Background: an optimization exercise with open tools, aiming at small area, a short achievable clock period and few clock cycles. Do not read the settings as production practice.
Only simulation tests tie the RTL to the original design; equivalence was not proved.
Power and IR drop assume default switching activity.

<file path="config.mk">
export PLATFORM = sky130hd
export DESIGN_NAME = edge_midpoint_subdivider
export DESIGN_NICKNAME = edge_midpoint_subdivider
export VERILOG_FILES = /design/flow/design.v
export SDC_FILE = /design/flow/constraint.sdc
export NUM_CORES = 4
export LEC_CHECK = 0
export CAP_MARGIN = 20
export CORE_MARGIN = 2
export CORE_UTILIZATION = 40
export PLACE_DENSITY = 0.6
export SETUP_SLACK_MARGIN = 5
export SLEW_MARGIN = 20
</file>
<file path="flow/run.sh">
#!/bin/bash
# The standard layout, with the ports buffered by buf_4 rather than the
# flow's default pick, and repair_timing aiming for a larger setup margin.
set -euo pipefail
bash standard.sh SETUP_SLACK_MARGIN=5.5 "BUFFER_PORTS_ARGS=-buffer_cell sky130_fd_sc_hd__buf_4" finish > standard_make.log 2>&1
</file>
<file path="standard.sh">
#!/bin/bash
# synth_recipe.tcl (not shown) runs the flow's synth.tcl, then flattens the netlist and writes it again
# the make line also repeats each setting of config.mk as NAME=value (left out here)
make -C /OpenROAD-flow-scripts/flow DESIGN_CONFIG=/design/flow/config.mk WORK_HOME=/design/flow/orfs CLKGATE_MAP_FILE= SYNTH_SCRIPT=/design/flow/synth_recipe.tcl "${@:-finish}"
</file>
<file path="design.v">
`default_nettype none
package ems_pkg;
  localparam int COORD_W     = 16;                   
  localparam int EXTRA_FRAC  = 6;                    
  localparam int POINT_W     = 22;                   
  localparam int DELTA_W     = 35;                   
  localparam int MAX_DEPTH   = 6;                    
  localparam int DIFF_W      = COORD_W + 1;          
  localparam int SQ_W        = 2 * COORD_W;          
  localparam int SUM_W       = SQ_W + 1;             
  localparam int DEPTH_W     = $clog2(MAX_DEPTH + 1);
  localparam int STEP_W      = DIFF_W + EXTRA_FRAC;  
  localparam int REM_W       = MAX_DEPTH;            
  localparam logic [DELTA_W-1:0] DELTA_RESET = DELTA_W'(4096);
endpackage
`default_nettype wire
`default_nettype none
module ems_sq_tree (
  input  wire logic [16:0] d,
  output logic [32:0]       s_o,
  output logic [32:0]       c_o
);
  wire t0 = d[0] & d[1];
  wire t1 = d[0] & d[2];
  wire t2 = d[0] & d[3];
  wire t3 = d[0] & d[4];
  wire t4 = d[0] & d[5];
  wire t5 = d[0] & d[6];
  wire t6 = d[0] & d[7];
  wire t7 = d[0] & d[8];
  wire t8 = d[0] & d[9];
  wire t9 = d[0] & d[10];
  wire t10 = d[0] & d[11];
  wire t11 = d[0] & d[12];
  wire t12 = d[0] & d[13];
  wire t13 = d[0] & d[14];
  wire t14 = d[0] & d[15];
  wire t15 = ~(d[16] & d[0]);
  wire t16 = d[1] & d[2];
  wire t17 = d[1] & d[3];
  wire t18 = d[1] & d[4];
  wire t19 = d[1] & d[5];
  wire t20 = d[1] & d[6];
  wire t21 = d[1] & d[7];
  wire t22 = d[1] & d[8];
  wire t23 = d[1] & d[9];
  wire t24 = d[1] & d[10];
  wire t25 = d[1] & d[11];
  wire t26 = d[1] & d[12];
  wire t27 = d[1] & d[13];
  wire t28 = d[1] & d[14];
  wire t29 = d[1] & d[15];
  wire t30 = ~(d[16] & d[1]);
  wire t31 = d[2] & d[3];
  wire t32 = d[2] & d[4];
  wire t33 = d[2] & d[5];
  wire t34 = d[2] & d[6];
  wire t35 = d[2] & d[7];
  wire t36 = d[2] & d[8];
  wire t37 = d[2] & d[9];
  wire t38 = d[2] & d[10];
  wire t39 = d[2] & d[11];
  wire t40 = d[2] & d[12];
  wire t41 = d[2] & d[13];
  wire t42 = d[2] & d[14];
  wire t43 = d[2] & d[15];
  wire t44 = ~(d[16] & d[2]);
  wire t45 = d[3] & d[4];
  wire t46 = d[3] & d[5];
  wire t47 = d[3] & d[6];
  wire t48 = d[3] & d[7];
  wire t49 = d[3] & d[8];
  wire t50 = d[3] & d[9];
  wire t51 = d[3] & d[10];
  wire t52 = d[3] & d[11];
  wire t53 = d[3] & d[12];
  wire t54 = d[3] & d[13];
  wire t55 = d[3] & d[14];
  wire t56 = d[3] & d[15];
  wire t57 = ~(d[16] & d[3]);
  wire t58 = d[4] & d[5];
  wire t59 = d[4] & d[6];
  wire t60 = d[4] & d[7];
  wire t61 = d[4] & d[8];
  wire t62 = d[4] & d[9];
  wire t63 = d[4] & d[10];
  wire t64 = d[4] & d[11];
  wire t65 = d[4] & d[12];
  wire t66 = d[4] & d[13];
  wire t67 = d[4] & d[14];
  wire t68 = d[4] & d[15];
  wire t69 = ~(d[16] & d[4]);
  wire t70 = d[5] & d[6];
  wire t71 = d[5] & d[7];
  wire t72 = d[5] & d[8];
  wire t73 = d[5] & d[9];
  wire t74 = d[5] & d[10];
  wire t75 = d[5] & d[11];
  wire t76 = d[5] & d[12];
  wire t77 = d[5] & d[13];
  wire t78 = d[5] & d[14];
  wire t79 = d[5] & d[15];
  wire t80 = ~(d[16] & d[5]);
  wire t81 = d[6] & d[7];
  wire t82 = d[6] & d[8];
  wire t83 = d[6] & d[9];
  wire t84 = d[6] & d[10];
  wire t85 = d[6] & d[11];
  wire t86 = d[6] & d[12];
  wire t87 = d[6] & d[13];
  wire t88 = d[6] & d[14];
  wire t89 = d[6] & d[15];
  wire t90 = ~(d[16] & d[6]);
  wire t91 = d[7] & d[8];
  wire t92 = d[7] & d[9];
  wire t93 = d[7] & d[10];
  wire t94 = d[7] & d[11];
  wire t95 = d[7] & d[12];
  wire t96 = d[7] & d[13];
  wire t97 = d[7] & d[14];
  wire t98 = d[7] & d[15];
  wire t99 = ~(d[16] & d[7]);
  wire t100 = d[8] & d[9];
  wire t101 = d[8] & d[10];
  wire t102 = d[8] & d[11];
  wire t103 = d[8] & d[12];
  wire t104 = d[8] & d[13];
  wire t105 = d[8] & d[14];
  wire t106 = d[8] & d[15];
  wire t107 = ~(d[16] & d[8]);
  wire t108 = d[9] & d[10];
  wire t109 = d[9] & d[11];
  wire t110 = d[9] & d[12];
  wire t111 = d[9] & d[13];
  wire t112 = d[9] & d[14];
  wire t113 = d[9] & d[15];
  wire t114 = ~(d[16] & d[9]);
  wire t115 = d[10] & d[11];
  wire t116 = d[10] & d[12];
  wire t117 = d[10] & d[13];
  wire t118 = d[10] & d[14];
  wire t119 = d[10] & d[15];
  wire t120 = ~(d[16] & d[10]);
  wire t121 = d[11] & d[12];
  wire t122 = d[11] & d[13];
  wire t123 = d[11] & d[14];
  wire t124 = d[11] & d[15];
  wire t125 = ~(d[16] & d[11]);
  wire t126 = d[12] & d[13];
  wire t127 = d[12] & d[14];
  wire t128 = d[12] & d[15];
  wire t129 = ~(d[16] & d[12]);
  wire t130 = d[13] & d[14];
  wire t131 = d[13] & d[15];
  wire t132 = ~(d[16] & d[13]);
  wire t133 = d[14] & d[15];
  wire t134 = ~(d[16] & d[14]);
  wire t135 = ~(d[16] & d[15]);
  wire t136 = t10 ^ t24;
  wire t137 = t10 & t24;
  wire t138 = t11 ^ t25;
  wire t139 = t11 & t25;
  wire t140 = t12 ^ t26 ^ t39;
  wire t141 = (t12 & t26) | (t12 & t39) | (t26 & t39);
  wire t142 = t51 ^ t62;
  wire t143 = t51 & t62;
  wire t144 = t13 ^ t27 ^ t40;
  wire t145 = (t13 & t27) | (t13 & t40) | (t27 & t40);
  wire t146 = t52 ^ t63;
  wire t147 = t52 & t63;
  wire t148 = t14 ^ t28 ^ t41;
  wire t149 = (t14 & t28) | (t14 & t41) | (t28 & t41);
  wire t150 = t53 ^ t64 ^ t74;
  wire t151 = (t53 & t64) | (t53 & t74) | (t64 & t74);
  wire t152 = t83 ^ t91;
  wire t153 = t83 & t91;
  wire t154 = t15 ^ t29 ^ t42;
  wire t155 = (t15 & t29) | (t15 & t42) | (t29 & t42);
  wire t156 = t54 ^ t65 ^ t75;
  wire t157 = (t54 & t65) | (t54 & t75) | (t65 & t75);
  wire t158 = t84 ^ t92 ^ 1'b1;
  wire t159 = (t84 & t92) | (t84 & 1'b1) | (t92 & 1'b1);
  wire t160 = t30 ^ t43 ^ t55;
  wire t161 = (t30 & t43) | (t30 & t55) | (t43 & t55);
  wire t162 = t66 ^ t76 ^ t85;
  wire t163 = (t66 & t76) | (t66 & t85) | (t76 & t85);
  wire t164 = t93 ^ t100 ^ d[9];
  wire t165 = (t93 & t100) | (t93 & d[9]) | (t100 & d[9]);
  wire t166 = t44 ^ t56 ^ t67;
  wire t167 = (t44 & t56) | (t44 & t67) | (t56 & t67);
  wire t168 = t77 ^ t86 ^ t94;
  wire t169 = (t77 & t86) | (t77 & t94) | (t86 & t94);
  wire t170 = t57 ^ t68 ^ t78;
  wire t171 = (t57 & t68) | (t57 & t78) | (t68 & t78);
  wire t172 = t87 ^ t95 ^ t102;
  wire t173 = (t87 & t95) | (t87 & t102) | (t95 & t102);
  wire t174 = t69 ^ t79 ^ t88;
  wire t175 = (t69 & t79) | (t69 & t88) | (t79 & t88);
  wire t176 = t80 ^ t89 ^ t97;
  wire t177 = (t80 & t89) | (t80 & t97) | (t89 & t97);
  wire t178 = t6 ^ t20;
  wire t179 = t6 & t20;
  wire t180 = t7 ^ t21;
  wire t181 = t7 & t21;
  wire t182 = t8 ^ t22 ^ t35;
  wire t183 = (t8 & t22) | (t8 & t35) | (t22 & t35);
  wire t184 = t47 ^ t58;
  wire t185 = t47 & t58;
  wire t186 = t9 ^ t23 ^ t36;
  wire t187 = (t9 & t23) | (t9 & t36) | (t23 & t36);
  wire t188 = t48 ^ t59;
  wire t189 = t48 & t59;
  wire t190 = t136 ^ t37 ^ t49;
  wire t191 = (t136 & t37) | (t136 & t49) | (t37 & t49);
  wire t192 = t60 ^ t70 ^ d[6];
  wire t193 = (t60 & t70) | (t60 & d[6]) | (t70 & d[6]);
  wire t194 = t137 ^ t138 ^ t38;
  wire t195 = (t137 & t138) | (t137 & t38) | (t138 & t38);
  wire t196 = t50 ^ t61 ^ t71;
  wire t197 = (t50 & t61) | (t50 & t71) | (t61 & t71);
  wire t198 = t139 ^ t140 ^ t142;
  wire t199 = (t139 & t140) | (t139 & t142) | (t140 & t142);
  wire t200 = t72 ^ t81 ^ d[7];
  wire t201 = (t72 & t81) | (t72 & d[7]) | (t81 & d[7]);
  wire t202 = t141 ^ t143 ^ t144;
  wire t203 = (t141 & t143) | (t141 & t144) | (t143 & t144);
  wire t204 = t146 ^ t73 ^ t82;
  wire t205 = (t146 & t73) | (t146 & t82) | (t73 & t82);
  wire t206 = t145 ^ t147 ^ t148;
  wire t207 = (t145 & t147) | (t145 & t148) | (t147 & t148);
  wire t208 = t150 ^ t152 ^ d[8];
  wire t209 = (t150 & t152) | (t150 & d[8]) | (t152 & d[8]);
  wire t210 = t149 ^ t151 ^ t153;
  wire t211 = (t149 & t151) | (t149 & t153) | (t151 & t153);
  wire t212 = t154 ^ t156 ^ t158;
  wire t213 = (t154 & t156) | (t154 & t158) | (t156 & t158);
  wire t214 = t155 ^ t157 ^ t159;
  wire t215 = (t155 & t157) | (t155 & t159) | (t157 & t159);
  wire t216 = t160 ^ t162 ^ t164;
  wire t217 = (t160 & t162) | (t160 & t164) | (t162 & t164);
  wire t218 = t161 ^ t163 ^ t165;
  wire t219 = (t161 & t163) | (t161 & t165) | (t163 & t165);
  wire t220 = t166 ^ t168 ^ t101;
  wire t221 = (t166 & t168) | (t166 & t101) | (t168 & t101);
  wire t222 = t167 ^ t169 ^ t170;
  wire t223 = (t167 & t169) | (t167 & t170) | (t169 & t170);
  wire t224 = t172 ^ t108 ^ d[10];
  wire t225 = (t172 & t108) | (t172 & d[10]) | (t108 & d[10]);
  wire t226 = t171 ^ t173 ^ t174;
  wire t227 = (t171 & t173) | (t171 & t174) | (t173 & t174);
  wire t228 = t96 ^ t103 ^ t109;
  wire t229 = (t96 & t103) | (t96 & t109) | (t103 & t109);
  wire t230 = t175 ^ t176 ^ t104;
  wire t231 = (t175 & t176) | (t175 & t104) | (t176 & t104);
  wire t232 = t110 ^ t115 ^ d[11];
  wire t233 = (t110 & t115) | (t110 & d[11]) | (t115 & d[11]);
  wire t234 = t177 ^ t90 ^ t98;
  wire t235 = (t177 & t90) | (t177 & t98) | (t90 & t98);
  wire t236 = t105 ^ t111 ^ t116;
  wire t237 = (t105 & t111) | (t105 & t116) | (t111 & t116);
  wire t238 = t99 ^ t106 ^ t112;
  wire t239 = (t99 & t106) | (t99 & t112) | (t106 & t112);
  wire t240 = t117 ^ t121 ^ d[12];
  wire t241 = (t117 & t121) | (t117 & d[12]) | (t121 & d[12]);
  wire t242 = t107 ^ t113 ^ t118;
  wire t243 = (t107 & t113) | (t107 & t118) | (t113 & t118);
  wire t244 = t114 ^ t119 ^ t123;
  wire t245 = (t114 & t119) | (t114 & t123) | (t119 & t123);
  wire t246 = t4 ^ t18;
  wire t247 = t4 & t18;
  wire t248 = t5 ^ t19;
  wire t249 = t5 & t19;
  wire t250 = t178 ^ t33 ^ t45;
  wire t251 = (t178 & t33) | (t178 & t45) | (t33 & t45);
  wire t252 = t179 ^ t180 ^ t34;
  wire t253 = (t179 & t180) | (t179 & t34) | (t180 & t34);
  wire t254 = t181 ^ t182 ^ t184;
  wire t255 = (t181 & t182) | (t181 & t184) | (t182 & t184);
  wire t256 = t183 ^ t185 ^ t186;
  wire t257 = (t183 & t185) | (t183 & t186) | (t185 & t186);
  wire t258 = t187 ^ t189 ^ t190;
  wire t259 = (t187 & t189) | (t187 & t190) | (t189 & t190);
  wire t260 = t191 ^ t193 ^ t194;
  wire t261 = (t191 & t193) | (t191 & t194) | (t193 & t194);
  wire t262 = t195 ^ t197 ^ t198;
  wire t263 = (t195 & t197) | (t195 & t198) | (t197 & t198);
  wire t264 = t199 ^ t201 ^ t202;
  wire t265 = (t199 & t201) | (t199 & t202) | (t201 & t202);
  wire t266 = t203 ^ t205 ^ t206;
  wire t267 = (t203 & t205) | (t203 & t206) | (t205 & t206);
  wire t268 = t207 ^ t209 ^ t210;
  wire t269 = (t207 & t209) | (t207 & t210) | (t209 & t210);
  wire t270 = t211 ^ t213 ^ t214;
  wire t271 = (t211 & t213) | (t211 & t214) | (t213 & t214);
  wire t272 = t215 ^ t217 ^ t218;
  wire t273 = (t215 & t217) | (t215 & t218) | (t217 & t218);
  wire t274 = t219 ^ t221 ^ t222;
  wire t275 = (t219 & t221) | (t219 & t222) | (t221 & t222);
  wire t276 = t223 ^ t225 ^ t226;
  wire t277 = (t223 & t225) | (t223 & t226) | (t225 & t226);
  wire t278 = t227 ^ t229 ^ t230;
  wire t279 = (t227 & t229) | (t227 & t230) | (t229 & t230);
  wire t280 = t231 ^ t233 ^ t234;
  wire t281 = (t231 & t233) | (t231 & t234) | (t233 & t234);
  wire t282 = t235 ^ t237 ^ t238;
  wire t283 = (t235 & t237) | (t235 & t238) | (t237 & t238);
  wire t284 = t239 ^ t241 ^ t242;
  wire t285 = (t239 & t241) | (t239 & t242) | (t241 & t242);
  wire t286 = t243 ^ t244 ^ t126;
  wire t287 = (t243 & t244) | (t243 & t126) | (t244 & t126);
  wire t288 = t245 ^ t120 ^ t124;
  wire t289 = (t245 & t120) | (t245 & t124) | (t120 & t124);
  wire t290 = t125 ^ t128 ^ t130;
  wire t291 = (t125 & t128) | (t125 & t130) | (t128 & t130);
  wire t292 = t2 ^ t16;
  wire t293 = t2 & t16;
  wire t294 = t3 ^ t17;
  wire t295 = t3 & t17;
  wire t296 = t246 ^ t31 ^ d[3];
  wire t297 = (t246 & t31) | (t246 & d[3]) | (t31 & d[3]);
  wire t298 = t247 ^ t248 ^ t32;
  wire t299 = (t247 & t248) | (t247 & t32) | (t248 & t32);
  wire t300 = t249 ^ t250 ^ d[4];
  wire t301 = (t249 & t250) | (t249 & d[4]) | (t250 & d[4]);
  wire t302 = t251 ^ t252 ^ t46;
  wire t303 = (t251 & t252) | (t251 & t46) | (t252 & t46);
  wire t304 = t253 ^ t254 ^ d[5];
  wire t305 = (t253 & t254) | (t253 & d[5]) | (t254 & d[5]);
  wire t306 = t255 ^ t256 ^ t188;
  wire t307 = (t255 & t256) | (t255 & t188) | (t256 & t188);
  wire t308 = t257 ^ t258 ^ t192;
  wire t309 = (t257 & t258) | (t257 & t192) | (t258 & t192);
  wire t310 = t259 ^ t260 ^ t196;
  wire t311 = (t259 & t260) | (t259 & t196) | (t260 & t196);
  wire t312 = t261 ^ t262 ^ t200;
  wire t313 = (t261 & t262) | (t261 & t200) | (t262 & t200);
  wire t314 = t263 ^ t264 ^ t204;
  wire t315 = (t263 & t264) | (t263 & t204) | (t264 & t204);
  wire t316 = t265 ^ t266 ^ t208;
  wire t317 = (t265 & t266) | (t265 & t208) | (t266 & t208);
  wire t318 = t267 ^ t268 ^ t212;
  wire t319 = (t267 & t268) | (t267 & t212) | (t268 & t212);
  wire t320 = t269 ^ t270 ^ t216;
  wire t321 = (t269 & t270) | (t269 & t216) | (t270 & t216);
  wire t322 = t271 ^ t272 ^ t220;
  wire t323 = (t271 & t272) | (t271 & t220) | (t272 & t220);
  wire t324 = t273 ^ t274 ^ t224;
  wire t325 = (t273 & t274) | (t273 & t224) | (t274 & t224);
  wire t326 = t275 ^ t276 ^ t228;
  wire t327 = (t275 & t276) | (t275 & t228) | (t276 & t228);
  wire t328 = t277 ^ t278 ^ t232;
  wire t329 = (t277 & t278) | (t277 & t232) | (t278 & t232);
  wire t330 = t279 ^ t280 ^ t236;
  wire t331 = (t279 & t280) | (t279 & t236) | (t280 & t236);
  wire t332 = t281 ^ t282 ^ t240;
  wire t333 = (t281 & t282) | (t281 & t240) | (t282 & t240);
  wire t334 = t283 ^ t284 ^ t122;
  wire t335 = (t283 & t284) | (t283 & t122) | (t284 & t122);
  wire t336 = t285 ^ t286 ^ d[13];
  wire t337 = (t285 & t286) | (t285 & d[13]) | (t286 & d[13]);
  wire t338 = t287 ^ t288 ^ t127;
  wire t339 = (t287 & t288) | (t287 & t127) | (t288 & t127);
  wire t340 = t289 ^ t290 ^ d[14];
  wire t341 = (t289 & t290) | (t289 & d[14]) | (t290 & d[14]);
  wire t342 = t291 ^ t129 ^ t131;
  wire t343 = (t291 & t129) | (t291 & t131) | (t129 & t131);
  wire t344 = t132 ^ t133 ^ d[15];
  wire t345 = (t132 & t133) | (t132 & d[15]) | (t133 & d[15]);
  assign s_o = {t135, t345, t343, t341, t339, t337, t335, t333, t331, t329, t327, t325, t323, t321, t319, t317, t315, t313, t311, t309, t307, t305, t303, t301, t299, t297, t295, t293, t292, t1, t0, 1'b0, d[0]};
  assign c_o = {d[16], t134, t344, t342, t340, t338, t336, t334, t332, t330, t328, t326, t324, t322, t320, t318, t316, t314, t312, t310, t308, t306, t304, t302, t300, t298, t296, t294, d[2], 1'b0, d[1], 1'b0, 1'b0};
endmodule
`default_nettype wire
`default_nettype none
module ems_cmp_le (
  input  wire logic [35:0] a,
  input  wire logic [35:0] b,
  output logic        le_o
);
  wire c0 = ~a[0] & b[0];
  wire c1 = ~(a[0] ^ b[0]);
  wire c2 = ~a[1] & b[1];
  wire c3 = ~(a[1] ^ b[1]);
  wire c4 = ~a[2] & b[2];
  wire c5 = ~(a[2] ^ b[2]);
  wire c6 = ~a[3] & b[3];
  wire c7 = ~(a[3] ^ b[3]);
  wire c8 = ~a[4] & b[4];
  wire c9 = ~(a[4] ^ b[4]);
  wire c10 = ~a[5] & b[5];
  wire c11 = ~(a[5] ^ b[5]);
  wire c12 = ~a[6] & b[6];
  wire c13 = ~(a[6] ^ b[6]);
  wire c14 = ~a[7] & b[7];
  wire c15 = ~(a[7] ^ b[7]);
  wire c16 = ~a[8] & b[8];
  wire c17 = ~(a[8] ^ b[8]);
  wire c18 = ~a[9] & b[9];
  wire c19 = ~(a[9] ^ b[9]);
  wire c20 = ~a[10] & b[10];
  wire c21 = ~(a[10] ^ b[10]);
  wire c22 = ~a[11] & b[11];
  wire c23 = ~(a[11] ^ b[11]);
  wire c24 = ~a[12] & b[12];
  wire c25 = ~(a[12] ^ b[12]);
  wire c26 = ~a[13] & b[13];
  wire c27 = ~(a[13] ^ b[13]);
  wire c28 = ~a[14] & b[14];
  wire c29 = ~(a[14] ^ b[14]);
  wire c30 = ~a[15] & b[15];
  wire c31 = ~(a[15] ^ b[15]);
  wire c32 = ~a[16] & b[16];
  wire c33 = ~(a[16] ^ b[16]);
  wire c34 = ~a[17] & b[17];
  wire c35 = ~(a[17] ^ b[17]);
  wire c36 = ~a[18] & b[18];
  wire c37 = ~(a[18] ^ b[18]);
  wire c38 = ~a[19] & b[19];
  wire c39 = ~(a[19] ^ b[19]);
  wire c40 = ~a[20] & b[20];
  wire c41 = ~(a[20] ^ b[20]);
  wire c42 = ~a[21] & b[21];
  wire c43 = ~(a[21] ^ b[21]);
  wire c44 = ~a[22] & b[22];
  wire c45 = ~(a[22] ^ b[22]);
  wire c46 = ~a[23] & b[23];
  wire c47 = ~(a[23] ^ b[23]);
  wire c48 = ~a[24] & b[24];
  wire c49 = ~(a[24] ^ b[24]);
  wire c50 = ~a[25] & b[25];
  wire c51 = ~(a[25] ^ b[25]);
  wire c52 = ~a[26] & b[26];
  wire c53 = ~(a[26] ^ b[26]);
  wire c54 = ~a[27] & b[27];
  wire c55 = ~(a[27] ^ b[27]);
  wire c56 = ~a[28] & b[28];
  wire c57 = ~(a[28] ^ b[28]);
  wire c58 = ~a[29] & b[29];
  wire c59 = ~(a[29] ^ b[29]);
  wire c60 = ~a[30] & b[30];
  wire c61 = ~(a[30] ^ b[30]);
  wire c62 = ~a[31] & b[31];
  wire c63 = ~(a[31] ^ b[31]);
  wire c64 = ~a[32] & b[32];
  wire c65 = ~(a[32] ^ b[32]);
  wire c66 = ~a[33] & b[33];
  wire c67 = ~(a[33] ^ b[33]);
  wire c68 = ~a[34] & b[34];
  wire c69 = ~(a[34] ^ b[34]);
  wire c70 = ~a[35] & b[35];
  wire c71 = ~(a[35] ^ b[35]);
  wire c72 = c2 | (c3 & c0);
  wire c73 = c3 & c1;
  wire c74 = c6 | (c7 & c4);
  wire c75 = c7 & c5;
  wire c76 = c10 | (c11 & c8);
  wire c77 = c11 & c9;
  wire c78 = c14 | (c15 & c12);
  wire c79 = c15 & c13;
  wire c80 = c18 | (c19 & c16);
  wire c81 = c19 & c17;
  wire c82 = c22 | (c23 & c20);
  wire c83 = c23 & c21;
  wire c84 = c26 | (c27 & c24);
  wire c85 = c27 & c25;
  wire c86 = c30 | (c31 & c28);
  wire c87 = c31 & c29;
  wire c88 = c34 | (c35 & c32);
  wire c89 = c35 & c33;
  wire c90 = c38 | (c39 & c36);
  wire c91 = c39 & c37;
  wire c92 = c42 | (c43 & c40);
  wire c93 = c43 & c41;
  wire c94 = c46 | (c47 & c44);
  wire c95 = c47 & c45;
  wire c96 = c50 | (c51 & c48);
  wire c97 = c51 & c49;
  wire c98 = c54 | (c55 & c52);
  wire c99 = c55 & c53;
  wire c100 = c58 | (c59 & c56);
  wire c101 = c59 & c57;
  wire c102 = c62 | (c63 & c60);
  wire c103 = c63 & c61;
  wire c104 = c66 | (c67 & c64);
  wire c105 = c67 & c65;
  wire c106 = c70 | (c71 & c68);
  wire c107 = c71 & c69;
  wire c108 = c74 | (c75 & c72);
  wire c109 = c75 & c73;
  wire c110 = c78 | (c79 & c76);
  wire c111 = c79 & c77;
  wire c112 = c82 | (c83 & c80);
  wire c113 = c83 & c81;
  wire c114 = c86 | (c87 & c84);
  wire c115 = c87 & c85;
  wire c116 = c90 | (c91 & c88);
  wire c117 = c91 & c89;
  wire c118 = c94 | (c95 & c92);
  wire c119 = c95 & c93;
  wire c120 = c98 | (c99 & c96);
  wire c121 = c99 & c97;
  wire c122 = c102 | (c103 & c100);
  wire c123 = c103 & c101;
  wire c124 = c106 | (c107 & c104);
  wire c125 = c107 & c105;
  wire c126 = c110 | (c111 & c108);
  wire c127 = c111 & c109;
  wire c128 = c114 | (c115 & c112);
  wire c129 = c115 & c113;
  wire c130 = c118 | (c119 & c116);
  wire c131 = c119 & c117;
  wire c132 = c122 | (c123 & c120);
  wire c133 = c123 & c121;
  wire c134 = c128 | (c129 & c126);
  wire c135 = c129 & c127;
  wire c136 = c132 | (c133 & c130);
  wire c137 = c133 & c131;
  wire c138 = c136 | (c137 & c134);
  wire c139 = c137 & c135;
  wire c140 = c124 | (c125 & c138);
  wire c141 = c125 & c139;
  assign le_o = c140 | c141;
endmodule
`default_nettype wire
`default_nettype none
import ems_pkg::*;
module edge_midpoint_subdivider (
  input  wire logic                      clk_i,
  input  wire logic                      rst_ni,
  input  wire logic                      cfg_we_i,
  input  wire logic [DELTA_W-1:0]        cfg_wdata_i,
  input  wire logic                      edge_valid_i,
  output logic                           edge_ready_o,
  input  wire logic signed [COORD_W-1:0] edge_start_x_i,
  input  wire logic signed [COORD_W-1:0] edge_start_y_i,
  input  wire logic signed [COORD_W-1:0] edge_end_x_i,
  input  wire logic signed [COORD_W-1:0] edge_end_y_i,
  output logic                           point_valid_o,
  input  wire logic                      point_ready_i,
  output logic signed [POINT_W-1:0]      point_x_o,
  output logic signed [POINT_W-1:0]      point_y_o,
  output logic                           point_last_o,
  output logic                           point_capped_o
);
  logic [DELTA_W-1:0] delta_q;
  always_ff @(posedge clk_i or negedge rst_ni) begin
    if (!rst_ni) begin
      delta_q <= DELTA_RESET;
    end else if (cfg_we_i) begin
      delta_q <= cfg_wdata_i;
    end
  end
  logic a_v, b_v, b_ph, c_v, c_lp, e_v;
  logic a_mv, b_load, b_mv, c_done, c_hand, fire;
  logic fit;
  logic [DEPTH_W-1:0] c_k;
  logic e_last;
  logic c_ok, c_hand0, c_hand1, b_mv0, b_mv1;
  assign fire    = e_v & point_ready_i;
  assign c_done  = fit | (c_k == DEPTH_W'(MAX_DEPTH));
  assign c_ok    = c_v & ~c_lp & c_done;
  assign c_hand0 = c_ok & ~e_v;              
  assign c_hand1 = c_ok & e_v & e_last;      
  assign c_hand  = c_hand0 | (c_hand1 & point_ready_i);
  assign b_mv0   = b_v & b_ph & (~c_v | c_hand0);
  assign b_mv1   = b_v & b_ph & c_hand1;
  assign b_mv    = b_mv0 | (b_mv1 & point_ready_i);
  assign b_load = ~b_v | b_mv;
  assign a_mv   = a_v & b_load;
  assign edge_ready_o = ~a_v;
  always_ff @(posedge clk_i or negedge rst_ni) begin
    if (!rst_ni) begin
      a_v  <= 1'b0;
      b_v  <= 1'b0;
      b_ph <= 1'b0;
      c_v  <= 1'b0;
      c_lp <= 1'b0;
      e_v  <= 1'b0;
    end else begin
      a_v <= a_v ? ~a_mv : edge_valid_i;
      if (b_load) begin
        b_v  <= a_v;
        b_ph <= 1'b0;
      end else if (b_v) begin
        b_ph <= 1'b1;
      end
      if (b_mv) begin
        c_v <= 1'b1;
      end else if (c_hand) begin
        c_v <= 1'b0;
      end
      c_lp <= b_mv;
      if (c_hand) begin
        e_v <= 1'b1;
      end else if (fire & e_last) begin
        e_v <= 1'b0;
      end
    end
  end
  logic signed [COORD_W-1:0] a_sx, a_sy, a_ex, a_ey;
  always_ff @(posedge clk_i) begin
    if (!a_v) begin
      a_sx <= edge_start_x_i;
      a_sy <= edge_start_y_i;
      a_ex <= edge_end_x_i;
      a_ey <= edge_end_y_i;
    end
  end
  logic signed [DIFF_W-1:0]  a_dx, a_dy;
  logic signed [DIFF_W-1:0]  b_dx, b_dy;    
  logic signed [COORD_W-1:0] b_sx, b_sy;
  assign a_dx = DIFF_W'(a_ex) - DIFF_W'(a_sx);
  assign a_dy = DIFF_W'(a_ey) - DIFF_W'(a_sy);
  always_ff @(posedge clk_i) begin
    if (b_load) begin
      b_sx <= a_sx;
      b_sy <= a_sy;
      b_dx <= a_dx;
      b_dy <= a_dy;
    end else if (!b_ph) begin
      b_dx <= b_dy;
      b_dy <= b_dx;
    end
  end
  logic [SUM_W-1:0] sq_s, sq_c, s1_q, c1_q;
  logic            q_x;
  ems_sq_tree u_sq (
    .d   (b_dx),
    .s_o (sq_s),
    .c_o (sq_c)
  );
  always_ff @(posedge clk_i) begin
    s1_q <= sq_s;
    c1_q <= sq_c;
  end
  always_ff @(posedge clk_i or negedge rst_ni) begin
    if (!rst_ni) begin
      q_x <= 1'b0;
    end else begin
      q_x <= b_v & ~b_ph & ~b_load;
    end
  end
  logic [SUM_W-1:0] acc_q;
  logic [SUM_W-1:0] r3_s, r3_c;
  logic [SUM_W-1:0] sum2;
  assign r3_s = acc_q ^ s1_q ^ c1_q;
  assign r3_c = (acc_q & s1_q) | (acc_q & c1_q) | (s1_q & c1_q);
  assign sum2 = r3_s + {r3_c[SUM_W-2:0], 1'b0};
  always_ff @(posedge clk_i) begin
    if (q_x) begin
      acc_q <= sum2;
    end else if (c_lp || !b_v) begin
      acc_q <= '0;
    end
  end
  logic signed [COORD_W-1:0] c_sx, c_sy;
  logic signed [STEP_W-1:0]  c_stx, c_sty;
  logic [SUM_W-1:0]          c_l;
  logic                      c_st;
  ems_cmp_le u_fit (
    .a    ({{(DELTA_W - SUM_W){1'b0}}, c_l, c_st}),
    .b    ({delta_q, 1'b0}),
    .le_o (fit)
  );
  always_ff @(posedge clk_i) begin
    if (b_mv) begin
      c_sx  <= b_sx;
      c_sy  <= b_sy;
      c_stx <= {b_dy, {EXTRA_FRAC{1'b0}}};
      c_sty <= {b_dx, {EXTRA_FRAC{1'b0}}};
    end else if (c_v && !c_lp && !c_done) begin
      c_stx <= c_stx >>> 1;
      c_sty <= c_sty >>> 1;
    end
  end
  always_ff @(posedge clk_i or negedge rst_ni) begin
    if (!rst_ni) begin
      c_k <= '0;
    end else if (b_mv) begin
      c_k <= '0;
    end else if (c_v && !c_lp && !c_done) begin
      c_k <= c_k + DEPTH_W'(1);
    end
  end
  always_ff @(posedge clk_i) begin
    if (c_lp) begin
      c_l  <= sum2;
      c_st <= 1'b0;
    end else if (c_v && !c_done) begin
      c_l  <= c_l >> 2;
      c_st <= c_st | c_l[1] | c_l[0];
    end
  end
  logic signed [POINT_W-1:0] px_q, py_q, stx_q, sty_q;
  logic signed [POINT_W-1:0] nstx, nsty, npx, npy;
  logic [REM_W-1:0]          rem_q;
  logic                      cap_q;
  assign nstx = c_stx[POINT_W-1:0];
  assign nsty = c_sty[POINT_W-1:0];
  assign npx  = {c_sx, {EXTRA_FRAC{1'b0}}} + nstx;
  assign npy  = {c_sy, {EXTRA_FRAC{1'b0}}} + nsty;
  always_ff @(posedge clk_i) begin
    if (c_hand) begin
      px_q  <= npx;
      py_q  <= npy;
      stx_q <= nstx;
      sty_q <= nsty;
      rem_q <= REM_W'((1 << c_k) - 1);
      cap_q <= ~fit;
    end else if (fire) begin
      px_q  <= px_q + stx_q;
      py_q  <= py_q + sty_q;
      rem_q <= rem_q - REM_W'(1);
    end
  end
  always_ff @(posedge clk_i or negedge rst_ni) begin
    if (!rst_ni) begin
      e_last <= 1'b0;
    end else if (c_hand) begin
      e_last <= (c_k == '0);
    end else if (fire) begin
      e_last <= (rem_q == REM_W'(1));
    end
  end
  assign point_valid_o  = e_v;
  assign point_x_o      = px_q;
  assign point_y_o      = py_q;
  assign point_last_o   = e_last;
  assign point_capped_o = cap_q;
endmodule
`default_nettype wire
</file>
<file path="constraint.sdc">
create_clock -name core_clock -period 9.0 [get_ports {clk_i}]
set_input_delay 1.8000 -clock core_clock [delete_from_list [all_inputs] [get_ports {clk_i}]]
set_output_delay 1.8000 -clock core_clock [all_outputs]
set_load 0.01 [all_outputs]
</file>
==> run notes, run 1 <==
The share of cells above drive strength 1 is 0.1607. The finished cells cover 31680 um2. The multiplexer fraction of the synthesized cell area is 0.04392. Counting flops with an async set or reset pin after synthesis yields a share of 0.09623. The fmax is ~0.29 GHz. The starting utilization of the core area came out at 0.4048.

The net count after synthesis came out at 2737. The internal portion of total power is 5.358 mW. The fill cell total of the finished layout came out at around 6000.

The routed wire length per instance is 18.55 um. The horizontal die dimension is 264.9 um. The total negative slack for setup checks came out at 0 ns.

The hold violation count in the final report is 0. The net total in the final layout is 2901. Of the total synthesized cell area, the portion taken by AND, OR, NAND and NOR gates is 0.1013. The kind of critical path is reg2reg. The final critical-path required period came out at between 3 and 4 ns. The floorplan die height is 264.9 um. The placer's final routability congestion estimate is 0.8660. The leakage power total came out at 13.05 nW. Detailed routing inserted a total of 17650 vias.

The clock power share is 0.283. The actual transition at the worst max-transition pin came out at between 0.8 and 0.9 ns. The run finished with no timing, DRC or antenna violations. The number of buffers inserted by port buffering is 151. The smallest setup slack after layout came out at ~5.6 ns. TritonCTS built the clock tree.

By area the synthesized netlist is led by sky130_fd_sc_hd__edfxtp_1, sky130_fd_sc_hd__ha_1, sky130_fd_sc_hd__fa_1, sky130_fd_sc_hd__dfxtp_1, sky130_fd_sc_hd__dfrtp_1. Power spread over the standard cell area amounts to ~260 nW/um2. Clock-pin slew was measured on the worst setup and hold paths at 0.06 ns.

Counting along the longest clock path gives a buffer depth of 3. The worst hold-check slack came out at just over 0.4 ns. The full die area is around 70000 um2.

For the final database, setup skew stands at 0.04005 ns. The core outline area is 67280 um2. The count of state elements after synthesis came out at between 400 and 500. Sorting the synthesized cells by how often they occur yields sky130_fd_sc_hd__edfxtp_1, sky130_fd_sc_hd__inv_1, sky130_fd_sc_hd__ha_1, sky130_fd_sc_hd__nand2_1, sky130_fd_sc_hd__a21oi_1. The completed layout was analyzed and its total power is 8.141 mW. The share of the yosys chip area belonging to registers came out at 0.4911. The worst IR drop on VDD came out at 0.1525 mV. The final global-route overflow total is 0. The dominant combinational cell family by area after synthesis is adder cells.

The data required time at the worst endpoint is 9.35 ns. STA classifies the critical path startpoint as a flop. For this block, the routed nets add up to roughly 63000 um of wire. The root buffer cell is sky130_fd_sc_hd__clkbuf_16. The maximum number of pins on one net before global-route repair is 87. The final-report max-slew violation count was 0. The number of core rows is 95. The final standard cell count with taps included and fillers excluded is 3400.

The number of enable-type register cells in the synthesized netlist is 357. Of the total power, combinational logic draws 0.349. The peak fanout along the critical path came out at 4. Of the total synthesized cell area, the portion taken by full adders, half adders and majority gates is 0.1782. The synthesized area is 27230 um2.

The cts-stage hold buffer count came out at 0. The mean number of vias per cell came out at approximately 5.2. The worst-case setup slack after placement is ~4.2 ns. The number of H-tree levels is 2. Of the total synthesized cell area, the portion taken by XOR and XNOR cells is 0.03956. Across the whole layout, storage elements account for 13380 um2. In the finished design, the share of the clock period the worst path needs comes to 0.3800.

152 I/O pins were placed. The setup slack of the worst register-to-register path came out at 5.58 ns. The initial antenna violation count came out at 0. The total area of multi-input combinational cells is 13010 um2. In the global route stage, overall resource usage came out at 0.1782. The count of mapped cells out of synthesis is 2316. The synthesized design spends more area on one cell type than any other, namely sky130_fd_sc_hd__edfxtp_1. The wire length of the first global-routing pass is about 99000 um. The switching share of power came out at 0.3418. sky130_fd_sc_hd__edfxtp_1 is the most common cell in the netlist. The area overhead of the layout relative to synthesis came out at 16.31%. The path class of the tightest hold or removal check is reg2reg. At the worst endpoint, the arrival time is 3.77 ns. The capturing element type of the critical path is a flop. The post-DP HPWL is between 40000 and 50000 um. Setup repair after global routing could not meet its margin everywhere. The total placed instance area came out at roughly 29000 um2. The later pin in the worst-skew pair is clocked with a latency of around 0.63 ns. The post-detailed-route DRC marker count is 0. Of the post-synthesis cell area, the dominant cell type holds 0.3936. The max-cap violation count came out at 0. The mean post-synth cell area is 11.76 um2. The total of endpoints with negative setup slack in the final report is 0. The number of library cell types mapped by synthesis came out at 74. Counting every sink on the clock net gives between 400 and 500. The fraction of power consumed by sequential logic came out at 0.368. Buffers inserted during clock tree synthesis total 55. The first detailed-routing pass ran for 5 iterations.

Once layout is complete, the utilization of the core stands at 0.4708. The via count of the first global-routing pass came out at around 18000. The number of antenna cells inserted came out at 0. In this run the remaining antenna-violating nets after routing total 0. For this run, the leading register cell type out of synthesis is sky130_fd_sc_hd__edfxtp_1. The switching power is 2.783 mW.

The count of synthesis-stage warnings from yosys came out at 1. The compound-cell area share of the yosys netlist came out at 0.1040. The DRC violation total after the first TritonRoute iteration is around 1100. The worst pin sits at a relative slew slack of 0.4065.

In this run, placement finished with an instance count of 3279.
power by group through the flow:
stage | sequential, mW | clock [mW] | combinational (mW)
after floorplan | 2.98 | 0 | 1.97
after global placement | 3.04 | 0 | 2.67
after detailed placement | 3.05 | 0 | 2.72
after CTS | 3.00 | 2.36 | 2.79
after global routing | 3.03 | 2.45 | 3.19
final | 3.00 | 2.30 | 2.84
area by class of cell:
cell class | count | area share
Clock inverter | 33 | 0.01094
Inverter | 228 | 0.02804
Tap cell | 873 | 0.03448
Sequential cell | 478 | 0.4222
Multi-Input combinational cell | 1543 | 0.4106
Clock buffer | 71 | 0.04926
Timing Repair Buffer | 174 | 0.04444
flip-flops by register name, indices dropped and copies added (netlist names), 22 cells and up:
name	count
py_q	22
acc_q	33
sty_q	22
c_stx	23
stx_q	22
c_sty	23
delta_q	35
px_q	22
c1_q	30
c_l	33
s1_q	32
placed cells by master, fill, tap and decap left out, types with 26 or more instances in the layout:
master,instances
sky130_fd_sc_hd__a21o_1,26
sky130_fd_sc_hd__a21oi_1,127
sky130_fd_sc_hd__a22o_1,32
sky130_fd_sc_hd__and2_1,124
sky130_fd_sc_hd__buf_4,166
sky130_fd_sc_hd__clkbuf_16,61
sky130_fd_sc_hd__dfrtp_1,44
sky130_fd_sc_hd__dfxtp_1,75
sky130_fd_sc_hd__edfxtp_1,357
sky130_fd_sc_hd__fa_1,117
sky130_fd_sc_hd__ha_1,196
sky130_fd_sc_hd__inv_1,223
sky130_fd_sc_hd__mux2_2,84
sky130_fd_sc_hd__nand2_1,136
sky130_fd_sc_hd__nand3_1,31
sky130_fd_sc_hd__nor2_1,126
sky130_fd_sc_hd__nor3_1,29
sky130_fd_sc_hd__o21a_1,29
sky130_fd_sc_hd__o21ai_0,90
sky130_fd_sc_hd__xnor2_1,77
sky130_fd_sc_hd__xor2_1,46
layer usage:
layer / up-vias / global-route usage / part of all wire
li1: 8526 / - / -
met1: 8634 / 0.2591 / 0.48
met2: 400 / 0.2775 / 0.45
met3: 90 / 0.02712 / 0.047
met4: 0 / 0.04840 / 0.022
met5: - / 0 / 0
path summary, 6_finish.rpt:
kind,start,end,cells past startpoint
max in group asynchronous,rst_ni,q_x$_DFF_PN0_,1
min in group asynchronous,rst_ni,delta_q[10]$_DFFE_PN0P_,1
min reg2reg,b_sy[4]$_DFFE_PP_,c_sy[4]$_DFFE_PP_,0
min,b_sy[4]$_DFFE_PP_,c_sy[4]$_DFFE_PP_,0
max reg2reg,acc_q[4]$_SDFFCE_PN0P_,c_l[19]$_DFFE_PP_,10
max,acc_q[4]$_SDFFCE_PN0P_,c_l[19]$_DFFE_PP_,10
logic make-up (layout without fill, tap and decap cells):
| kind of cell | after synthesis | in the layout |
|---|---|---|
| simple gates | 551 | 555 |
| mux | 109 | 109 |
| xor+xnor | 123 | 123 |
| fa+ha+maj | 317 | 317 |
| buf+inv | 299 | 506 |
| flops | 478 | 478 |
| compound gates | 439 | 439 |
critical path: stages, from the launching register on:
cell	delay [ns]
sky130_fd_sc_hd__edfxtp_1	0.38
sky130_fd_sc_hd__fa_1	0.44
sky130_fd_sc_hd__ha_1	0.36
sky130_fd_sc_hd__o21ai_2	0.27
sky130_fd_sc_hd__o21ai_1	0.16
sky130_fd_sc_hd__nand3_1	0.16
sky130_fd_sc_hd__a31oi_1	0.13
sky130_fd_sc_hd__or4b_2	0.65
sky130_fd_sc_hd__a31oi_2	0.20
sky130_fd_sc_hd__xnor2_1	0.13
sky130_fd_sc_hd__mux2_2	0.29
repair_timing:
action | CTS | global route
buffers inserted | 1 | 10
gates cloned | 2 | 4
pin swaps | 4 | 10
resized for setup | 31 | 28
setup endpoints to repair | 397 | 148
Testbench counts, summed over its fixed seeds: cycles 16,976.
==> inputs of run 2 (changes only) <==
==> flow/run.sh (replaced) <==
#!/bin/bash
# The standard layout, with the ports buffered by buf_4 rather than the
# flow's default pick, and repair_timing aiming for a larger setup margin.
set -euo pipefail
bash standard.sh SETUP_SLACK_MARGIN=5.7 "BUFFER_PORTS_ARGS=-buffer_cell sky130_fd_sc_hd__buf_4" finish > standard_make.log 2>&1
==> run 2 against run 1 <==
- final area up 3.0%
- clock power up 2%
- sequential power about the same
- maximum frequency up 2.0%
- critical endpoint is now b_dy[16]$_DFFE_PP_
- critical path type unchanged
- register-to-register slack better by 0.07 ns
- worst setup slack better by 0.066 ns
- synthesized cell count unchanged
==> run notes, run 2 <==
The number of buffers inserted during clock tree synthesis is 54 (-1.8%). The combinational share of power is 0.366 (+0.017). The fraction of power consumed by sequential logic came out at 0.356 (-0.012). The capturing element type of the critical path is a flop. The count of synthesis-stage warnings from yosys came out at 1 (unchanged).

The portion of synthesized cell area occupied by the leading cell type came out at 0.3936 (unchanged). The actual transition at the worst max-transition pin came out at 0.9072 ns (+0.01695 ns). The switching power is 2.880 mW (+3.5%).

The count of state elements after synthesis is 478 (unchanged). The net total in the final layout was 2959 (+2.0%). The final standard cell count with taps included and fillers excluded is 3457 (+1.7%). The clock power share is 0.278 (-0.005). TritonCTS built the clock tree. The cts-stage hold buffer count is 0 (unchanged). The most frequent standard cell in the layout excluding fill and tap cells is sky130_fd_sc_hd__edfxtp_1. The number of core rows came to 95 (unchanged).

The most common cell in the synthesized netlist is sky130_fd_sc_hd__edfxtp_1. The total negative slack for setup checks came out at 0 ns (unchanged). The register with the highest flop count is delta_q.

The post-detailed-route count of antenna-violating nets came out at 0 (unchanged). The commonest cells after synthesis are sky130_fd_sc_hd__edfxtp_1, sky130_fd_sc_hd__inv_1, sky130_fd_sc_hd__ha_1, sky130_fd_sc_hd__nand2_1, sky130_fd_sc_hd__a21oi_1. The largest clock skew in the final design came out at 0.03486 ns (-0.005190 ns).

The share of async-settable or async-resettable flops after synthesis came out at 0.09623 (unchanged). The number of flip-flops in the largest register came out at 35 (unchanged). The maximum number of buffers from clock root to sink came to 3 (unchanged). The cell area after layout is 32630 um2 (+3.0%). The clock slew at the register clock pins of the worst setup and hold paths was 0.06 ns (about the same). The wire length reported by the detailed router came to 68350 um (+8.4%).

The top cell types in the final layout, fill and taps aside, are sky130_fd_sc_hd__edfxtp_1, sky130_fd_sc_hd__inv_1, sky130_fd_sc_hd__buf_4. The largest registers in the layout are delta_q (35), acc_q (33), c_l (33). The data arrival time of the critical path is 3.82 ns (+0.05 ns). The worst slew margin relative to its limit is 0.3930 (-0.01344). The core outline area came out at 67280 um2 (unchanged). The synthesized area was 27230 um2 (unchanged). Sorting the synthesized cells by area gives the leading types as sky130_fd_sc_hd__edfxtp_1, sky130_fd_sc_hd__ha_1, sky130_fd_sc_hd__fa_1, sky130_fd_sc_hd__dfxtp_1, sky130_fd_sc_hd__dfrtp_1. The number of library cell types mapped by synthesis is 74 (unchanged).

The post-DP HPWL came out at 46420 um (+2.4%). For this run, the leading register cell type out of synthesis is sky130_fd_sc_hd__edfxtp_1. The total via count after detailed routing came to 18387 (+4.2%). The total of endpoints with negative setup slack in the final report came to 0 (unchanged).

The floorplan die height came out at 264.9 um (unchanged). The clock net sink count is 478 (unchanged). The total placed instance area was 29320 um2 (about the same). The data required time at the worst endpoint came out at 9.47 ns (+0.12 ns).

The switching share of power was 0.3428 (+0.0009575). The cell total after placement is 3278 (-0.030%). The horizontal die dimension is 264.9 um (unchanged). The number of H-tree levels came out at 2 (unchanged). The net count after synthesis is 2737 (unchanged).

The smallest setup slack after layout is 5.646 ns (+0.06627 ns). The path class of the tightest hold or removal check is reg2reg. The number of enable-type register cells in the synthesized netlist is 357 (unchanged). The starting utilization of the core area came out at 0.4048 (unchanged). The count of mapped cells out of synthesis is 2316 (unchanged). The insertion delay to the later sink of the worst-skew pair came out at 0.62 ns (about the same).

Setup repair after global routing could not meet its margin everywhere. The final-report max-slew violation count is 0 (unchanged). The final cell utilization of the core is 0.4850 (+0.01411).

The areal power density over the cells is 257.5 nW/um2 (+0.21%). The number of buffers inserted by port buffering is 151 (unchanged). The internal portion of total power came out at 5.523 mW (+3.1%).

The worst IR drop on VDD is 0.1655 mV (+8.5%). The wire length of the first global-routing pass is 103100 um (+4.2%). The critical path in this run is classified as reg2reg. The total power draw is 8.403 mW (+3.2%). The leakage power total is 13.44 nW (+3.0%). The max-cap violation count is 0 (unchanged). The final critical-path required period came to 3.354 ns (-0.06627 ns). The mean number of vias per cell was 5.319 (+2.5%). The routed wire length per instance came out at 19.77 um (+6.6%).

The initial antenna violation count came out at 1 (+1). The placer's final routability congestion estimate came to 0.8414 (-2.8%). The worst-case setup slack after placement is 4.510 ns (+0.2978 ns).

The cell sitting at the root of the clock tree is a sky130_fd_sc_hd__clkbuf_16. The fill cell total of the finished layout came out at 5892 (-1.9%). The full die area came out at 70190 um2 (unchanged). The mean post-synth cell area is 11.76 um2 (unchanged).

The maximum number of pins on one net before global-route repair came to 66 (-24%). The final critical-path share of the clock period is 0.3726 (-0.007363). The post-detailed-route DRC marker count came out at 0 (unchanged). The final global-route overflow total came out at 0 (unchanged).

The DRC violation total after the first TritonRoute iteration is 1365 (+24%). The via count of the first global-routing pass came out at 18484 (+1.5%). The total global-route track usage is 0.1876 (+0.009415). The peak fanout along the critical path came out at 4 (unchanged). The number of antenna cells inserted came out at 0 (unchanged). The area overhead of the layout relative to synthesis came out at 19.80%.

The biggest area contributor in the post-synthesis netlist is sky130_fd_sc_hd__edfxtp_1. The fmax is 0.2982 GHz (+2.0%). The number of top-level pins was 152 (unchanged).

The worst hold-check slack is 0.4164 ns (+0.01382 ns). The share of the yosys chip area belonging to registers is 0.4911 (unchanged). STA classifies the critical path startpoint as a flop. The number of detailed-route iterations in the first pass came out at 5 (unchanged). The share of cells above drive strength 1 came out at 0.1920 (+0.03129). The hold violation count in the final report is 0 (unchanged). The run finished with no timing, DRC or antenna violations.
run 2: cell counts after synthesis:
No cell type changed its count.
run 2: power groups by stage:
| stage | Sequential [mW] | Combinational [mW] | Clock [mW] |
|---|---|---|---|
| 2_1_floorplan | 2.98 | 1.97 | 0 |
| 3_3_place_gp | 3.04 | 2.67 | 0 |
| 5_1_grt | 3.02 | 3.40 | 2.47 |
| 6_report | 2.99 | 3.08 | 2.34 |
| 3_5_place_dp | 3.05 | 2.72 | 0 |
| 4_1_cts | 3.00 | 2.86 | 2.38 |
run 2: cells by family (layout without fill, tap and decap cells):
| group | after synthesis | in the layout | share of synthesized area |
|---|---|---|---|
| xor gates and xnor gates | 123 | 123 | 0.03956 |
| buffers and inverters | 299 | 563 | 0.04195 |
| adders and majority gates | 317 | 317 | 0.1782 |
| muxes | 109 | 109 | 0.04392 |
| AOI/OAI and AO/OA | 439 | 439 | 0.1040 |
| and+or+nand+nor | 551 | 555 | 0.1013 |
| DFF | 478 | 478 | 0.4911 |
run 2: worst paths after layout:
| path | slack [ns] | cells past startpoint | endpoint | from |
|---|---|---|---|---|
| max | 5.65 | 10 | b_dy[16]$_DFFE_PP_ | a_sy[2]$_DFFE_PN_ |
| min | 0.42 | 0 | c_sy[14]$_DFFE_PP_ | b_sy[14]$_DFFE_PP_ |
| max reg2reg | 5.65 | 10 | b_dy[16]$_DFFE_PP_ | a_sy[2]$_DFFE_PN_ |
| min reg2reg | 0.42 | 0 | c_sy[14]$_DFFE_PP_ | b_sy[14]$_DFFE_PP_ |
| max in group asynchronous | 7.23 | 1 | q_x$_DFF_PN0_ | rst_ni |
| min in group asynchronous | 1.24 | 1 | c_lp$_DFF_PN0_ | rst_ni |
run 2: timing repair:
action,4_1_cts,5_1_grt
setup buffers,25,39
endpoints found under the setup margin,425,235
gates cloned,5,8
gates resized for setup,58,71
pin swaps,9,24
run 2: layer usage:
layer / GRT usage / part of all wire / routed length (um)
met5: 0 / 0 / 0
met4: 0.05131 / 0.025 / 1678
met3: 0.02889 / 0.060 / 4071
met2: 0.3042 / 0.47 / 31960
met1: 0.2622 / 0.45 / 30640
run 2: worst max-delay path, stage by stage (launching register included):
cell and delay (ns):
sky130_fd_sc_hd__edfxtp_1 0.39, sky130_fd_sc_hd__inv_1 0.06, sky130_fd_sc_hd__ha_1 0.35, sky130_fd_sc_hd__nor2b_1 0.16, sky130_fd_sc_hd__o31a_1 0.28, sky130_fd_sc_hd__nor4_1 0.29
sky130_fd_sc_hd__o31ai_1 0.21, sky130_fd_sc_hd__a41oi_1 0.36, sky130_fd_sc_hd__a21oi_1 0.11, sky130_fd_sc_hd__o41ai_1 0.71, sky130_fd_sc_hd__mux2_2 0.29
run 2: area by class of cell:
type	count	area, um2	area share
tap	873	1092	0.03348
timing repair buffer	232	2033	0.06232
inverter	228	875.8	0.02684
clock inverter	32	375.4	0.01150
timing repair inverter	1	7.507	0.0002301
multi-input combinational	1543	13340	0.4089
sequential	478	13380	0.4100
clock buffer	70	1525	0.04675
==> inputs of run 3 (changes only) <==
--- a/config.mk
+++ b/config.mk
@@ -10,2 +10,3 @@
 export CORE_UTILIZATION = 40
+export CTS_BUF_LIST = sky130_fd_sc_hd__clkbuf_4
 export PLACE_DENSITY = 0.6
==> run 3 against run 2 <==
- clock power down 12%
- die area unchanged
- utilization up 0.53 points
- worst hold slack worse by 0.0014 ns
- still clean on timing, DRC and antenna
- largest power group unchanged
- critical path type is now reg2out
- total power down 1.6%
- combinational power up 4%
==> run notes, run 3 <==
The flow ran to the end and the layout has no timing, DRC or antenna violations. The leakage power total was 13.86 nW (+3.2%). The number of enable-type register cells in the synthesized netlist came to 357 (unchanged).

The post-detailed-route DRC marker count is 0 (unchanged). The dominant cell type by area after synthesis is sky130_fd_sc_hd__edfxtp_1. The initial antenna violation count is 2 (+1).

The via count of the first global-routing pass was 19346 (+4.7%). The final-report max-slew violation count came to 0 (unchanged). The total global-route track usage was 0.1927 (+0.005063). The worst IR drop on VDD came out at 0.1440 mV (-13%). The actual transition at the worst max-transition pin came out at 0.8995 ns (-0.007715 ns).

The worst slew margin relative to its limit came to 0.3982 (+0.005161). The final critical-path share of the clock period came to 0.3794 (+0.006768). The longest individual stage delay on the worst path is 0.40 ns (-0.31 ns).

The total negative slack for setup checks came to 0 ns (unchanged). The hold violation count in the final report came out at 0 (unchanged). The clock net sink count is 478 (unchanged).

The number of H-tree levels is 4 (+2). Leaving out fill and tap cells, the most frequent cell in the layout is sky130_fd_sc_hd__edfxtp_1. The insertion delay to the later sink of the worst-skew pair was 0.94 ns (+0.32 ns). The areal power density over the cells came out at 250.7 nW/um2 (-2.6%). The cell area after layout is 32980 um2 (+1.1%). The number of library cell types mapped by synthesis was 74 (unchanged). The mean post-synth cell area was 11.76 um2 (unchanged). The wire length reported by the detailed router came out at 68320 um (about the same).

The count of synthesis-stage warnings from yosys was 1 (unchanged). The count of state elements after synthesis came out at 478 (unchanged). The area overhead of the layout relative to synthesis is 21.11%. The DRC violation total after the first TritonRoute iteration is 1402 (+2.7%). The root buffer cell is sky130_fd_sc_hd__clkbuf_4. The final global-route overflow total came out at 0 (unchanged).

On the critical path, the stage with the largest delay is an instance of sky130_fd_sc_hd__dfrtp_1. Setup repair after global routing could not meet its margin everywhere. The net count after synthesis was 2737 (unchanged).

TritonCTS built the clock tree. The total via count after detailed routing came out at 18923 (+2.9%). The routed wire length per instance came out at 18.83 um (-4.8%). The fill cell total of the finished layout is 5974 (+1.4%). The post-detailed-route count of antenna-violating nets was 0 (unchanged). The worst setup path is launched from a flop. The number of buffers inserted during clock tree synthesis is 134 (+150%).

The number of flip-flops in the largest register came out at 35 (unchanged). The starting utilization of the core area is 0.4048 (unchanged). The data arrival time of the critical path came out at 1.61 ns (-2.21 ns). In the final layout, the registers with the most flip-flops are delta_q (35), acc_q (33), c_l (33). The mean number of vias per cell came out at 5.216 (-1.9%). The min-delay analysis places its worst path in the category reg2reg. The floorplan die height is 264.9 um (unchanged). The largest clock skew in the final design is 0.05544 ns (+0.02058 ns).

The combined flip-flop and latch cell area came to 13380 um2 (about the same). Leaving out fill and tap cells, the most frequent cells in the layout are sky130_fd_sc_hd__edfxtp_1, sky130_fd_sc_hd__inv_1, sky130_fd_sc_hd__clkbuf_4. The number of detailed-route iterations in the first pass is 7 (+2). In the synthesized netlist, the cells that appear most often are sky130_fd_sc_hd__edfxtp_1, sky130_fd_sc_hd__inv_1, sky130_fd_sc_hd__ha_1, sky130_fd_sc_hd__nand2_1, sky130_fd_sc_hd__a21oi_1. The data required time at the worst endpoint came out at 7.20 ns (-2.27 ns). The maximum number of pins on one net before global-route repair is 66 (unchanged). By instance count, the leading cell after synthesis is sky130_fd_sc_hd__edfxtp_1.

The capturing element type of the critical path is an output pin. The register with the highest flop count is delta_q. The post-DP HPWL came out at 46420 um (unchanged). The share of async-settable or async-resettable flops after synthesis came out at 0.09623 (unchanged). The portion of synthesized cell area occupied by the leading cell type came out at 0.3936 (unchanged).

The clock slew at the register clock pins of the worst setup and hold paths came out at 0.06 ns (about the same). The total area of multi-input combinational cells came out at 13390 um2 (+0.37%). The total placed instance area is 29320 um2 (unchanged). The wire length of the first global-routing pass is 104700 um (+1.5%).

The full die area is 70190 um2 (unchanged). The core outline area came out at 67280 um2 (unchanged). The total of endpoints with negative setup slack in the final report is 0 (unchanged). The share of the yosys chip area belonging to registers is 0.4911 (unchanged).

The count of mapped cells out of synthesis is 2316 (unchanged). The placer's final routability congestion estimate was 0.8414 (unchanged). The peak fanout along the critical path is 2 (-2).

The prevailing post-synth register cell is sky130_fd_sc_hd__edfxtp_1. The number of top-level pins came out at 152 (unchanged). The maximum number of buffers from clock root to sink came out at 3 (unchanged).

The worst setup path is of the reg2out kind. The net total in the final layout came out at 3078 (+4.0%). The number of core rows came to 95 (unchanged). The synthesized area is 27230 um2 (unchanged). The share of cells above drive strength 1 is 0.2444 (+0.05242). The horizontal die dimension is 264.9 um (unchanged). Traced cell by cell, the critical path runs through clkinvlp_4 > buf_6.

The number of buffers inserted by port buffering came out at 151 (unchanged). The final critical-path required period is 3.415 ns (+0.06091 ns). In the post-synthesis netlist, the biggest area contributors are sky130_fd_sc_hd__edfxtp_1, sky130_fd_sc_hd__ha_1, sky130_fd_sc_hd__fa_1, sky130_fd_sc_hd__dfxtp_1, sky130_fd_sc_hd__dfrtp_1.

The max-cap violation count was 0 (unchanged). The fmax is 0.2929 GHz (-1.8%). The worst hold-check slack is 0.4151 ns (-0.001376 ns).
## run 3: cell counts after synthesis
Identical to the previous run, type by type.
## run 3: where the power goes
group	total, mW	switching [mW]	internal (mW)
registers	2.99	0.239	2.75
logic	3.20	1.71	1.49
clock network	2.07	0.935	1.14
total	8.27	2.89	5.38
## run 3: worst max-delay path, delay by kind of cell (launching register included)
kind                   cells  cell delay [ns]
buffers and inverters      2             0.31
flip-flops                 1             0.40
## run 3: path summary, 6_finish.rpt
kind	startpoint	slack [ns]	endpoint	cells past startpoint
max	a_v$_DFF_PN0_	5.59	edge_ready_o	2
min in group asynchronous	rst_ni	0.93	delta_q[32]$_DFFE_PN0P_	1
max reg2reg	acc_q[2]$_SDFFCE_PN0P_	5.72	c_l[28]$_DFFE_PP_	10
min reg2reg	b_sx[1]$_DFFE_PP_	0.42	c_sx[1]$_DFFE_PP_	0
min	b_sx[1]$_DFFE_PP_	0.42	c_sx[1]$_DFFE_PP_	0
max in group asynchronous	rst_ni	7.55	e_v$_DFFE_PN0P_	1
## run 3: final cells by class
type / instances / share of cell area
sequential: 478 / 0.4056
clock buffer: 202 / 0.04598
timing repair buffer: 271 / 0.07496
antenna: 1 / 0.00007587
clock inverter: 31 / 0.007549
inverter: 228 / 0.02655
tap: 873 / 0.03312
timing repair inverter: 1 / 0.0002276
multi-input combinational: 1543 / 0.4060
## run 3: layer usage
| layer | GRT usage | share of wire |
|---|---|---|
| met1 | 0.2583 | 0.45 |
| met2 | 0.3084 | 0.47 |
| met3 | 0.04301 | 0.057 |
| met4 | 0.06719 | 0.024 |
| met5 | 0 | 0 |
## run 3: what timing repair did
action / in CTS / in global routing
endpoints found under the setup margin: 477 / 294
setup buffers: 60 / 43
resized for setup: 108 / 77
hold buffers: 0 / 0
pin swaps: 22 / 30
gates cloned: 6 / 7
## run 3: cell families after synthesis
group | Yosys count | synth area share
XOR/XNOR | 123 | 0.03956
adder cells (fa/ha/maj) | 317 | 0.1782
buffers and inverters | 299 | 0.04195
flip-flops | 478 | 0.4911
AND/OR/NAND/NOR | 551 | 0.1013
multiplexers | 109 | 0.04392
AO/OA/AOI/OAI | 439 | 0.1040
## run 3: stage by stage
stage                     setup slack, ns  instances  power [mW]    util
after global placement              4.573       3278       5.709  0.4359
after CTS                           5.429       3577       8.150  0.4777
after detailed placement            4.510       3278       5.766  0.4359
after global routing                5.458       3628       8.824  0.4903
after floorplan                     5.585       2316       4.949       -
final                               5.585       3628       8.270  0.4903
==> inputs of run 4 (changes only) <==
--- a/config.mk
+++ b/config.mk
@@ -10,3 +10,3 @@
 export CORE_UTILIZATION = 40
-export CTS_BUF_LIST = sky130_fd_sc_hd__clkbuf_4
+export CTS_BUF_LIST = sky130_fd_sc_hd__clkbuf_8
 export PLACE_DENSITY = 0.6
==> run 4 against run 3 <==
- clock skew fell by 0.011 ns
- first-iteration DRC count up 2.4%
- maximum frequency grew 4.1%
- total power shrank 3.1%
- utilization down 0.88 points
- sequential share of layout area increased by 0.74 points
- worst setup slack better by 0.14 ns
- critical path type is now reg2reg
- critical endpoint is now acc_q[26]$_SDFFCE_PN0P_
- largest cell class is now sequential cells
- highest routed layer unchanged
==> run notes, run 4 <==
The number of cells traversed by the worst register-to-register path is 10 (unchanged). The final critical-path required period is 3.279 ns (-0.1355 ns). The worst hold path begins at b_sx[6]$_DFFE_PP_. The horizontal die dimension is 264.9 um (unchanged). The area overhead of the layout relative to synthesis is 18.94%.

The worst setup path is captured at a flop. Of all cell types, the one taking the most synthesized area is sky130_fd_sc_hd__edfxtp_1. The full die area came to 70190 um2 (unchanged).

The hold violation count in the final report is 0 (unchanged). By count the netlist is led by sky130_fd_sc_hd__edfxtp_1, sky130_fd_sc_hd__inv_1, sky130_fd_sc_hd__ha_1, sky130_fd_sc_hd__nand2_1, sky130_fd_sc_hd__a21oi_1. The multiplexer fraction of the synthesized cell area is 0.04392 (unchanged). The peak fanout along the critical path came out at 5 (+3). The most used flip-flop cell after synthesis is sky130_fd_sc_hd__edfxtp_1. The flow ran to the end and the layout has no timing, DRC or antenna violations.

The total area of multi-input combinational cells came out at 13330 um2 (-0.46%). The clock net sink count came out at 478 (unchanged). The core outline area came out at 67280 um2 (unchanged). The data required time at the worst endpoint was 9.39 ns (+2.19 ns). The post-DP HPWL came out at 46420 um (unchanged). The share of the yosys chip area belonging to registers is 0.4911 (unchanged). The cts-stage hold buffer count came out at 0 (unchanged). The area share of xor/xnor cells in the synthesized design was 0.03956 (unchanged). The total of endpoints with negative setup slack in the final report came out at 0 (unchanged). The clock slew at the register clock pins of the worst setup and hold paths is 0.06 ns (about the same).

The share of async-settable or async-resettable flops after synthesis is 0.09623 (unchanged). The total power draw was 8.013 mW (-3.1%). The worst IR drop on VDD is 0.1271 mV (-12%). The cell with the most instances after synthesis is sky130_fd_sc_hd__edfxtp_1. The largest clock skew in the final design is 0.04446 ns (-0.01098 ns).

In this run the worst setup path begins at acc_q[9]$_SDFFCE_PN0P_. The floorplan die height came out at 264.9 um (unchanged). The via count of the first global-routing pass came to 18687 (-3.4%).

The root buffer cell is sky130_fd_sc_hd__clkbuf_8. TritonCTS built the clock tree. The leakage power total came out at 13.58 nW (-2.1%). The wire length reported by the detailed router is 68270 um (about the same). The total via count after detailed routing came out at 18429 (-2.6%).

The number of enable-type register cells in the synthesized netlist is 357 (unchanged). The data arrival time of the critical path came out at 3.67 ns (+2.06 ns). The net count after synthesis came to 2737 (unchanged).

The mean post-synth cell area came out at 11.76 um2 (unchanged). The number of top-level pins came out at 152 (unchanged). The end of the critical path is acc_q[26]$_SDFFCE_PN0P_. The count of mapped cells out of synthesis came out at 2316 (unchanged).

The final critical-path share of the clock period was 0.3643 (-0.01505). The final global-route overflow total came out at 0 (unchanged). Ranked by total cell area, the synthesized netlist is headed by sky130_fd_sc_hd__edfxtp_1, sky130_fd_sc_hd__ha_1, sky130_fd_sc_hd__fa_1, sky130_fd_sc_hd__dfxtp_1, sky130_fd_sc_hd__dfrtp_1. The fmax came out at 0.3050 GHz (+4.1%). The actual transition at the worst max-transition pin came out at 0.8953 ns (-0.004264 ns).
[run 4: report_power, final]
part / internal [mW] / switching (mW) / leakage [nW]
Clock: 1.08 / 0.951 / 0.990
Combinational: 1.33 / 1.67 / 8.16
Sequential: 2.76 / 0.232 / 4.42
Total: 5.16 / 2.85 / 13.6
[run 4: per-stage QoR]
step | setup WS (ns) | hold slack (ns) | instances | instance area, um2
floorplan | 5.585 | 0.3462 | 2316 | 27300
global placement | 4.573 | 0.4039 | 3278 | 29320
detailed placement | 4.510 | 0.4045 | 3278 | 29320
CTS | 5.705 | 0.3933 | 3468 | 31650
global route | 5.615 | 0.4017 | 3511 | 32390
finish | 5.721 | 0.4136 | 3511 | 32390
[run 4: worst min path at each step]
stage	depth (start not counted)	endpoint	slack [ns]
floorplan	0	c1_q[4]$_DFF_P_	0.35
global placement	0	c_sx[5]$_DFFE_PP_	0.40
detailed placement	0	c_sx[9]$_DFFE_PP_	0.40
CTS	0	c_sx[6]$_DFFE_PP_	0.39
global route	0	c_sx[6]$_DFFE_PP_	0.40
finish	0	c_sx[6]$_DFFE_PP_	0.41
[run 4: area by class of cell]
| class | count | area share |
|---|---|---|
| Sequential cell | 478 | 0.4129 |
| Multi-Input combinational cell | 1543 | 0.4115 |
| Timing Repair Buffer | 227 | 0.06207 |
| Clock buffer | 93 | 0.03951 |
| Tap cell | 873 | 0.03372 |
| Inverter | 228 | 0.02704 |
| Clock inverter | 67 | 0.01294 |
| Timing Repair inverter | 1 | 0.0002318 |
| Antenna cell | 1 | 0.00007725 |
[run 4: cell families after synthesis]
logic type      Yosys count
compound gates          439
xor+xnor                123
fa+ha+maj               317
simple gates            551
flops                   478
mux                     109
buf+inv                 299
[run 4: worst max-delay path: stages (launching register included)]
cell and delay, ns:
sky130_fd_sc_hd__edfxtp_1 0.38, sky130_fd_sc_hd__fa_1 0.58, sky130_fd_sc_hd__ha_4 0.24, sky130_fd_sc_hd__and3_4 0.19, sky130_fd_sc_hd__and3_1 0.20, sky130_fd_sc_hd__a211oi_4 0.37, sky130_fd_sc_hd__or3_4 0.25, sky130_fd_sc_hd__nand2_1 0.16
sky130_fd_sc_hd__a211oi_4 0.31, sky130_fd_sc_hd__nor4bb_1 0.09, sky130_fd_sc_hd__a211o_1 0.25
[run 4: routing by layer]
layer / vias up / wire, um / GRT usage / share of wire
li1: 8731 / - / - / -
met1: 9077 / 30720 / 0.2596 / 0.45
met2: 525 / 31890 / 0.3047 / 0.47
met3: 96 / 4173 / 0.03484 / 0.061
met4: 0 / 1489 / 0.06077 / 0.022
met5: - / 0 / 0 / 0
[run 4: timing repair]
item                                    in CTS  in global routing
endpoints found under the setup margin     423                228
gates cloned                                 6                  7
pin swaps                                   12                 25
gates resized for setup                     61                 72
setup buffers                               24                 35

Setup slack of run 4, layout unchanged: 5.721 ns with ideal ports, 5.721 ns with driving cells assumed (clock clkbuf_16, inputs buf_2), 5.353 ns with port delays also shifted by the 0.719 ns mid clock arrival.
